Context: an optimization exercise on an open-source flow, tuned for small area and a short achievable clock period. The choices shown serve that exercise and are no tape-out recipe. Where RTL was checked, it was by simulation tests only, not by an equivalence proof against the original.

==> module bfly_engine_top, before the edit <==
module bfly_engine_top #(
  parameter int data_width = DATA_WIDTH,
  parameter int bu_par     = BU_PAR,
  parameter int frac_bits  = FRAC_BITS
) (
  input  logic                           clk,
  input  logic                           rst_n,
  input  logic                           up_vld,
  input  logic signed [data_width-1:0]   up_dat,
  input  logic                           cfg_we,
  input  logic [CFG_ADDR_W-1:0]          cfg_addr,
  input  logic [CFG_DATA_W-1:0]          cfg_wdata,
  output logic                           dn_vld,
  output logic [2*bu_par*data_width-1:0] dn_dat
);
  localparam int DW = 16;
  logic                  in_vld, in_we;
  logic [DW-1:0]         in_dat;
  logic [CFG_ADDR_W-1:0] in_addr;
  logic [CFG_DATA_W-1:0] in_wdata;
  assign in_vld   = up_vld;
  assign in_dat   = up_dat;
  assign in_we    = cfg_we;
  assign in_addr  = cfg_addr;
  assign in_wdata = cfg_wdata;
  logic [2:0]    lane_cnt;
  logic          grp_last;            
  logic          grp_done;            
  logic [DW-1:0] slot [7];
  logic [DW-1:0] samp_s [8];
  assign grp_last = in_vld && (lane_cnt == 3'd7);
  always_ff @(posedge clk or negedge rst_n) begin
    if (!rst_n) begin
      lane_cnt <= '0;
      grp_done <= 1'b0;
    end else begin
      grp_done <= grp_last;
      if (in_vld) lane_cnt <= lane_cnt + 3'd1;
    end
  end
  always_ff @(posedge clk) begin
    for (int k = 0; k < 7; k++) begin
      if (in_vld && lane_cnt == 3'(k)) slot[k] <= in_dat;
    end
    if (grp_last) begin
      for (int j = 0; j < 7; j++) samp_s[j] <= slot[j];
      samp_s[7] <= in_dat;
    end
  end
  logic [9:0]    cfg_set;
  logic [23:0]   perm_q, rec_q;
  logic [DW-1:0] coef_q [16];
  logic [23:0]   perm_eff, rec_eff;
  logic [DW-1:0] coef_eff [16];
  logic [23:0]   ident;
  always_ff @(posedge clk or negedge rst_n) begin
    if (!rst_n) begin
      cfg_set <= '0;
    end else if (in_we) begin
      for (int w = 0; w < 10; w++) begin
        if (in_addr == 4'(w)) cfg_set[w] <= 1'b1;
      end
    end
  end
  always_ff @(posedge clk) begin
    if (in_we) begin
      if (in_addr == 4'd0) perm_q <= in_wdata[23:0];
      if (in_addr == 4'd1) rec_q  <= in_wdata[23:0];
      for (int m = 0; m < 8; m++) begin
        if (in_addr == 4'(2 + m)) begin
          coef_q[2*m]   <= in_wdata[15:0];
          coef_q[2*m+1] <= in_wdata[31:16];
        end
      end
    end
  end
  for (genvar i = 0; i < 8; i++) begin : g_ident
    assign ident[3*i +: 3] = 3'(i);
  end
  assign perm_eff = cfg_set[0] ? perm_q : ident;
  assign rec_eff  = cfg_set[1] ? rec_q  : ident;
  for (genvar n = 0; n < 16; n++) begin : g_coef_eff
    assign coef_eff[n] = cfg_set[2 + n/2] ? coef_q[n] : '0;
  end
  logic [2*DW-1:0] coef_s [7];
  logic [23:0]     perm_s;
  logic [23:0]     rec_s;
  logic            busy;                
  logic [2:0]      step;
  logic            act;
  logic [2:0]      k_now;
  logic [5:0]      perm_pair;
  logic [2*DW-1:0] coef_pair;
  logic [23:0]     rec_now;
  always_ff @(posedge clk or negedge rst_n) begin
    if (!rst_n) begin
      busy <= 1'b0;
      step <= '0;
    end else begin
      if (grp_done) begin
        busy <= 1'b1;
        step <= 3'd1;
      end else if (busy) begin
        step <= step + 3'd1;
        if (step == 3'd7) busy <= 1'b0;
      end
    end
  end
  logic [23:0] perm_byp;
  logic [5:0]  sel_q;
  assign perm_byp = (in_we && in_addr == 4'd0) ? in_wdata[23:0] : perm_eff;
  always_ff @(posedge clk) begin
    if (grp_last) begin
      sel_q <= perm_byp[5:0];
    end else if (busy && step[0] && step != 3'd7) begin
      sel_q <= perm_s[6*(step[2:1]+2'd1) +: 6];
    end
  end
  always_ff @(posedge clk) begin
    if (grp_done) begin
      rec_s  <= rec_eff;
      perm_s <= perm_eff;
    end
    for (int m = 0; m < 7; m++) begin
      if (grp_done || m == 6) begin
        coef_s[m] <= {coef_eff[4*((m+1)/2) + 2 + (m+1)%2], coef_eff[4*((m+1)/2) + (m+1)%2]};
      end else begin
        coef_s[m] <= coef_s[m+1];
      end
    end
  end
  assign act       = grp_done || busy;
  assign k_now     = grp_done ? 3'd0 : step;
  assign perm_pair = sel_q;
  assign coef_pair = grp_done ? {coef_eff[2], coef_eff[0]} : coef_s[0];
  assign rec_now   = grp_done ? rec_eff : rec_s;
  logic [DW-1:0] y;
  logic [7:0]    mask;
  logic [7:0]    mask_d [DOT_STAGES+1];
  logic          last_d [DOT_STAGES+1];
  bfly_dot dot_i (
    .clk (clk),
    .a0  (samp_s[perm_pair[2:0]]),
    .a1  (samp_s[perm_pair[5:3]]),
    .b0  (coef_pair[DW-1:0]),
    .b1  (coef_pair[2*DW-1:DW]),
    .y   (y)
  );
  for (genvar i = 0; i < 8; i++) begin : g_mask
    assign mask[i] = act && (rec_now[3*i +: 3] == k_now);
  end
  assign mask_d[0] = mask;
  assign last_d[0] = busy && (step == 3'd7);
  always_ff @(posedge clk or negedge rst_n) begin
    if (!rst_n) begin
      for (int s = 1; s <= DOT_STAGES; s++) last_d[s] <= 1'b0;
      dn_vld <= 1'b0;
    end else begin
      for (int s = 1; s <= DOT_STAGES; s++) last_d[s] <= last_d[s-1];
      dn_vld <= last_d[DOT_STAGES];
    end
  end
  always_ff @(posedge clk) begin
    for (int s = 1; s <= DOT_STAGES; s++) mask_d[s] <= mask_d[s-1];
  end
  always_ff @(posedge clk) begin
    for (int i = 0; i < 8; i++) begin
      if (mask_d[DOT_STAGES][i]) dn_dat[DW*i +: DW] <= y;
    end
  end
endmodule
==> flow/config.mk <==
export PLATFORM = sky130hd
export DESIGN_NAME = bfly_engine_top
export DESIGN_NICKNAME = bfly_engine_top
export VERILOG_FILES = /design/flow/design.v
export SDC_FILE = /design/flow/constraint.sdc
export NUM_CORES = 4
export LEC_CHECK = 0
export CAP_MARGIN = 20
export CELL_PAD_IN_SITES_DETAIL_PLACEMENT = 1
export CELL_PAD_IN_SITES_GLOBAL_PLACEMENT = 1
export CORE_MARGIN = 2
export CORE_UTILIZATION = 50
export SLEW_MARGIN = 20
==> flow/constraint.sdc <==
create_clock -name core_clock -period 8.0 [get_ports {clk}]
set_input_delay 1.6000 -clock core_clock [delete_from_list [all_inputs] [get_ports {clk}]]
set_output_delay 1.6000 -clock core_clock [all_outputs]
set_load 0.01 [all_outputs]
standard.sh (not shown) runs the stock make flow with config.mk's settings and CLKGATE_MAP_FILE= SYNTH_SCRIPT=/design/flow/synth_recipe.tcl, a recipe that flattens the netlist after the stock synthesis.
==> flow/flow/run.sh <==
#!/bin/bash
# The standard layout (the standard.sh, which runs the standard synthesis
# unchanged), with these ORFS arguments set:
#  - port buffers use buf_2 instead of the default delay-cell buffer;
#  - clock tree synthesis uses clkbuf_16, clusters of up to 30 sinks within
#    60 um, and inserts no dummy balancing loads;
#  - timing repair aims for 5.25 ns of setup slack (a 2.75 ns period).
# Each tool's full output goes to the ORFS logs under orfs/logs, and the
# make output to standard.log here.
set -euo pipefail
export BUFFER_PORTS_ARGS="-buffer_cell sky130_fd_sc_hd__buf_2"
export CTS_ARGS="-sink_clustering_enable -repair_clock_nets -buf_list sky130_fd_sc_hd__clkbuf_16 -sink_clustering_size 30 -sink_clustering_max_diameter 60 -dont_use_dummy_load"
bash standard.sh SETUP_SLACK_MARGIN=5.25 finish > standard.log 2>&1
Change:
--- a/flow/design.v
+++ b/flow/design.v
@@ -1123,9 +1123,18 @@
   logic [CFG_ADDR_W-1:0] in_addr;
   logic [CFG_DATA_W-1:0] in_wdata;
-  assign in_vld   = up_vld;
-  assign in_dat   = up_dat;
-  assign in_we    = cfg_we;
-  assign in_addr  = cfg_addr;
-  assign in_wdata = cfg_wdata;
+  always_ff @(posedge clk or negedge rst_n) begin
+    if (!rst_n) begin
+      in_vld <= 1'b0;
+      in_we  <= 1'b0;
+    end else begin
+      in_vld <= up_vld;
+      in_we  <= cfg_we;
+    end
+  end
+  always_ff @(posedge clk) begin
+    in_dat   <= up_dat;
+    in_addr  <= cfg_addr;
+    in_wdata <= cfg_wdata;
+  end
   logic [2:0]    lane_cnt;
   logic          grp_last;            
Result: Synthesized cell count went up by 14%. Routed wire length rose by 5.9%. Global-route usage came out higher by 0.83 points. Utilization increases by 0.30 points. Setup slack improved by 0.093 ns. First-iteration DRC count goes down by 9.4%. Clock-buffer cell count goes up by 13. Via count grows by 6.8%. Non-clock buffer count went up by 6. Area after synthesis rose by 3.5%. Fmax climbs by 3.3%. Design area climbs by 4.1%.
For the first run of this note, only the layout was checked, not whether the RTL still works.


Another version of the RTL of bfly_engine_top (not shown whole).
Size in the first run: roughly 3800 cells after synthesis, about 1300 flip-flops, about 190 I/O pins.
==> module bfly_engine_top, before the edit <==
module bfly_engine_top #(
  parameter int data_width = DATA_WIDTH,
  parameter int bu_par     = BU_PAR,
  parameter int frac_bits  = FRAC_BITS
) (
  input  logic                           clk,
  input  logic                           rst_n,
  input  logic                           up_vld,
  input  logic signed [data_width-1:0]   up_dat,
  input  logic                           cfg_we,
  input  logic [CFG_ADDR_W-1:0]          cfg_addr,
  input  logic [CFG_DATA_W-1:0]          cfg_wdata,
  output logic                           dn_vld,
  output logic [2*bu_par*data_width-1:0] dn_dat
);
  localparam int DW = 16;
  logic                  in_vld, in_we;
  logic [DW-1:0]         in_dat;
  logic [CFG_ADDR_W-1:0] in_addr;
  logic [CFG_DATA_W-1:0] in_wdata;
  always_ff @(posedge clk or negedge rst_n) begin
    if (!rst_n) begin
      in_vld <= 1'b0;
      in_we  <= 1'b0;
    end else begin
      in_vld <= up_vld;
      in_we  <= cfg_we;
    end
  end
  always_ff @(posedge clk) begin
    in_dat   <= up_dat;
    in_addr  <= cfg_addr;
    in_wdata <= cfg_wdata;
  end
  logic [2:0]    lane_cnt;
  logic          grp_last;            
  logic          grp_done;            
  logic [DW-1:0] slot [7];
  logic [DW-1:0] samp_s [8];
  assign grp_last = in_vld && (lane_cnt == 3'd7);
  always_ff @(posedge clk or negedge rst_n) begin
    if (!rst_n) begin
      lane_cnt <= '0;
      grp_done <= 1'b0;
    end else begin
      grp_done <= grp_last;
      if (in_vld) lane_cnt <= lane_cnt + 3'd1;
    end
  end
  always_ff @(posedge clk) begin
    for (int k = 0; k < 7; k++) begin
      if (in_vld && lane_cnt == 3'(k)) slot[k] <= in_dat;
    end
    if (grp_last) begin
      for (int j = 0; j < 7; j++) samp_s[j] <= slot[j];
      samp_s[7] <= in_dat;
    end
  end
  logic [9:0]    cfg_set;
  logic [23:0]   perm_q, rec_q;
  logic [DW-1:0] coef_q [16];
  logic [23:0]   perm_eff, rec_eff;
  logic [DW-1:0] coef_eff [16];
  logic [23:0]   ident;
  always_ff @(posedge clk or negedge rst_n) begin
    if (!rst_n) begin
      cfg_set <= '0;
    end else if (in_we) begin
      for (int w = 0; w < 10; w++) begin
        if (in_addr == 4'(w)) cfg_set[w] <= 1'b1;
      end
    end
  end
  always_ff @(posedge clk) begin
    if (in_we) begin
      if (in_addr == 4'd0) perm_q <= in_wdata[23:0];
      if (in_addr == 4'd1) rec_q  <= in_wdata[23:0];
      for (int m = 0; m < 8; m++) begin
        if (in_addr == 4'(2 + m)) begin
          coef_q[2*m]   <= in_wdata[15:0];
          coef_q[2*m+1] <= in_wdata[31:16];
        end
      end
    end
  end
  for (genvar i = 0; i < 8; i++) begin : g_ident
    assign ident[3*i +: 3] = 3'(i);
  end
  assign perm_eff = cfg_set[0] ? perm_q : ident;
  assign rec_eff  = cfg_set[1] ? rec_q  : ident;
  for (genvar n = 0; n < 16; n++) begin : g_coef_eff
    assign coef_eff[n] = cfg_set[2 + n/2] ? coef_q[n] : '0;
  end
  logic [2*DW-1:0] coef_s [7];
  logic [23:0]     perm_s;
  logic [23:0]     rec_s;
  logic            busy;                
  logic [2:0]      step;
  logic            act;
  logic [2:0]      k_now;
  logic [5:0]      perm_pair;
  logic [2*DW-1:0] coef_pair;
  logic [23:0]     rec_now;
  always_ff @(posedge clk or negedge rst_n) begin
    if (!rst_n) begin
      busy <= 1'b0;
      step <= '0;
    end else begin
      if (grp_done) begin
        busy <= 1'b1;
        step <= 3'd1;
      end else if (busy) begin
        step <= step + 3'd1;
        if (step == 3'd7) busy <= 1'b0;
      end
    end
  end
  always_ff @(posedge clk) begin
    if (grp_done) begin
      rec_s  <= rec_eff;
      perm_s <= perm_eff;
    end
    for (int m = 0; m < 7; m++) begin
      if (grp_done || m == 6) begin
        coef_s[m] <= {coef_eff[4*((m+1)/2) + 2 + (m+1)%2], coef_eff[4*((m+1)/2) + (m+1)%2]};
      end else begin
        coef_s[m] <= coef_s[m+1];
      end
    end
  end
  assign act       = grp_done || busy;
  assign k_now     = grp_done ? 3'd0 : step;
  assign perm_pair = grp_done ? perm_eff[5:0] : perm_s[6*step[2:1] +: 6];
  assign coef_pair = grp_done ? {coef_eff[2], coef_eff[0]} : coef_s[0];
  assign rec_now   = grp_done ? rec_eff : rec_s;
  logic [DW-1:0] y;
  logic [7:0]    mask;
  logic [7:0]    mask_d [DOT_STAGES+1];
  logic          last_d [DOT_STAGES+1];
  bfly_dot dot_i (
    .clk (clk),
    .a0  (samp_s[perm_pair[2:0]]),
    .a1  (samp_s[perm_pair[5:3]]),
    .b0  (coef_pair[DW-1:0]),
    .b1  (coef_pair[2*DW-1:DW]),
    .y   (y)
  );
  for (genvar i = 0; i < 8; i++) begin : g_mask
    assign mask[i] = act && (rec_now[3*i +: 3] == k_now);
  end
  assign mask_d[0] = mask;
  assign last_d[0] = busy && (step == 3'd7);
  always_ff @(posedge clk or negedge rst_n) begin
    if (!rst_n) begin
      for (int s = 1; s <= DOT_STAGES; s++) last_d[s] <= 1'b0;
      dn_vld <= 1'b0;
    end else begin
      for (int s = 1; s <= DOT_STAGES; s++) last_d[s] <= last_d[s-1];
      dn_vld <= last_d[DOT_STAGES];
    end
  end
  always_ff @(posedge clk) begin
    for (int s = 1; s <= DOT_STAGES; s++) mask_d[s] <= mask_d[s-1];
  end
  always_ff @(posedge clk) begin
    for (int i = 0; i < 8; i++) begin
      if (mask_d[DOT_STAGES][i]) dn_dat[DW*i +: DW] <= y;
    end
  end
endmodule
export LEC_CHECK = 0
export CAP_MARGIN = 20
export CELL_PAD_IN_SITES_DETAIL_PLACEMENT = 1
export CELL_PAD_IN_SITES_GLOBAL_PLACEMENT = 1
export CORE_MARGIN = 2
export CORE_UTILIZATION = 30
export CTS_BUF_LIST = sky130_fd_sc_hd__clkbuf_8
export CTS_CLUSTER_DIAMETER = 50
export CTS_CLUSTER_SIZE = 20
export SETUP_SLACK_MARGIN = 5
export SLEW_MARGIN = 20
create_clock -name core_clock -period 8.0 [get_ports {clk}]
run.sh (not shown) runs the stock make flow with config.mk's settings and CLKGATE_MAP_FILE= SYNTH_SCRIPT=/design/flow/synth_recipe.tcl, a recipe that flattens the netlist after the stock synthesis.
Stock flow here: none of the scripts above is used.
Next try:
--- a/flow/design.v
+++ b/flow/design.v
@@ -1190,28 +1190,21 @@
     in_wdata <= cfg_wdata;
   end
   logic [2:0]    lane_cnt;
-  logic          grp_last;            
   logic          grp_done;            
-  logic [DW-1:0] slot [7];
-  logic [DW-1:0] samp_s [8];
-  assign grp_last = in_vld && (lane_cnt == 3'd7);
+  logic [DW-1:0] slot [8];
   always_ff @(posedge clk or negedge rst_n) begin
     if (!rst_n) begin
       lane_cnt <= '0;
       grp_done <= 1'b0;
     end else begin
-      grp_done <= grp_last;
+      grp_done <= in_vld && (lane_cnt == 3'd7);
       if (in_vld) lane_cnt <= lane_cnt + 3'd1;
     end
   end
   always_ff @(posedge clk) begin
-    for (int k = 0; k < 7; k++) begin
+    for (int k = 0; k < 8; k++) begin
       if (in_vld && lane_cnt == 3'(k)) slot[k] <= in_dat;
     end
-    if (grp_last) begin
-      for (int j = 0; j < 7; j++) samp_s[j] <= slot[j];
-      samp_s[7] <= in_dat;
-    end
   end
   logic [9:0]    cfg_set;
   logic [23:0]   perm_q, rec_q;
@@ -1248,65 +1241,59 @@
   for (genvar n = 0; n < 16; n++) begin : g_coef_eff
     assign coef_eff[n] = cfg_set[2 + n/2] ? coef_q[n] : '0;
   end
-  logic [2*DW-1:0] coef_s [7];
+  logic [DW-1:0]   samp_s [8];
+  logic [2*DW-1:0] coef_s [8];
   logic [23:0]     perm_s;
+  logic [5:0]      perm_pair;
   logic [23:0]     rec_s;
-  logic            busy;                
-  logic [2:0]      step;
   logic            act;
-  logic [2:0]      k_now;
-  logic [5:0]      perm_pair;
-  logic [2*DW-1:0] coef_pair;
-  logic [23:0]     rec_now;
+  logic [2:0]      step;
   always_ff @(posedge clk or negedge rst_n) begin
     if (!rst_n) begin
-      busy <= 1'b0;
+      act  <= 1'b0;
       step <= '0;
     end else begin
       if (grp_done) begin
-        busy <= 1'b1;
-        step <= 3'd1;
-      end else if (busy) begin
+        act  <= 1'b1;
+        step <= '0;
+      end else if (act) begin
         step <= step + 3'd1;
-        if (step == 3'd7) busy <= 1'b0;
+        if (step == 3'd7) act <= 1'b0;
       end
     end
   end
   always_ff @(posedge clk) begin
     if (grp_done) begin
+      for (int j = 0; j < 8; j++) samp_s[j] <= slot[j];
       rec_s  <= rec_eff;
       perm_s <= perm_eff;
     end
-    for (int m = 0; m < 7; m++) begin
-      if (grp_done || m == 6) begin
-        coef_s[m] <= {coef_eff[4*((m+1)/2) + 2 + (m+1)%2], coef_eff[4*((m+1)/2) + (m+1)%2]};
+    for (int k = 0; k < 8; k++) begin
+      if (grp_done || k == 7) begin
+        coef_s[k] <= {coef_eff[4*(k/2) + 2 + k%2], coef_eff[4*(k/2) + k%2]};
       end else begin
-        coef_s[m] <= coef_s[m+1];
+        coef_s[k] <= coef_s[k+1];
       end
     end
   end
-  assign act       = grp_done || busy;
-  assign k_now     = grp_done ? 3'd0 : step;
-  assign perm_pair = grp_done ? perm_eff[5:0] : perm_s[6*step[2:1] +: 6];
-  assign coef_pair = grp_done ? {coef_eff[2], coef_eff[0]} : coef_s[0];
-  assign rec_now   = grp_done ? rec_eff : rec_s;
   logic [DW-1:0] y;
   logic [7:0]    mask;
   logic [7:0]    mask_d [DOT_STAGES+1];
   logic          last_d [DOT_STAGES+1];
+  assign perm_pair = perm_s[6*step[2:1] +: 6];
   bfly_dot dot_i (
     .clk (clk),
     .a0  (samp_s[perm_pair[2:0]]),
     .a1  (samp_s[perm_pair[5:3]]),
-    .b0  (coef_pair[DW-1:0]),
-    .b1  (coef_pair[2*DW-1:DW]),
+    .b0  (coef_s[0][DW-1:0]),
+    .b1  (coef_s[0][2*DW-1:DW]),
     .y   (y)
   );
   for (genvar i = 0; i < 8; i++) begin : g_mask
-    assign mask[i] = act && (rec_now[3*i +: 3] == k_now);
+    assign mask[i] = act && (rec_s[3*i +: 3] == step);
   end
   assign mask_d[0] = mask;
-  assign last_d[0] = busy && (step == 3'd7);
+  assign last_d[0] = act && (step == 3'd7);
   always_ff @(posedge clk or negedge rst_n) begin
     if (!rst_n) begin
       for (int s = 1; s <= DOT_STAGES; s++) last_d[s] <= 1'b0;
Worst hold slack hardly moves.
Cell count goes up by a few percent.
Clock skew goes down by 0.026 ns.
Sequential cell count goes up by 48.
Non-clock buffer count goes up by 17.
Worst setup slack degrades by 0.092 ns.
First-iteration DRC count goes down by a little under a tenth.
Function was not checked in any run of this note: the RTL went through the layout flow alone.

-- afterwards: timing with drivers on the ports --
No port has a modelled driver above. Below, the same layouts with a new extraction and two added sets of constraints.
Step 1, drivers: a clkbuf_16 drives clk and a buf_2 each remaining input, both assumed.
Step 2 moves the port delays by t, midway between the first and last clock arrival at a register: inputs arrive t later, outputs are due t later. That takes back most of the time a late clock gives input paths.
Three values: no drivers, after step 1, after step 2; two values: the first two.
run	t, ns	slack for setup (ns)	worst setup path after step 2
the first run of note 1	0.729	5.055 / 5.058 / 4.378	input to register
the second run of note 1	0.746	5.148 / 5.078 / 5.288	register to register
the first run of note 2	0.952	4.948 / 4.882 / 5.091	register to register
the second run of note 2	0.964	4.856 / 4.782 / 5.036	register to register
After both steps every run listed still meets setup and hold. The setup slack of the first run of note 1, which loses most, moves by +0.003 ns with the drivers and by -0.677 ns with both steps.
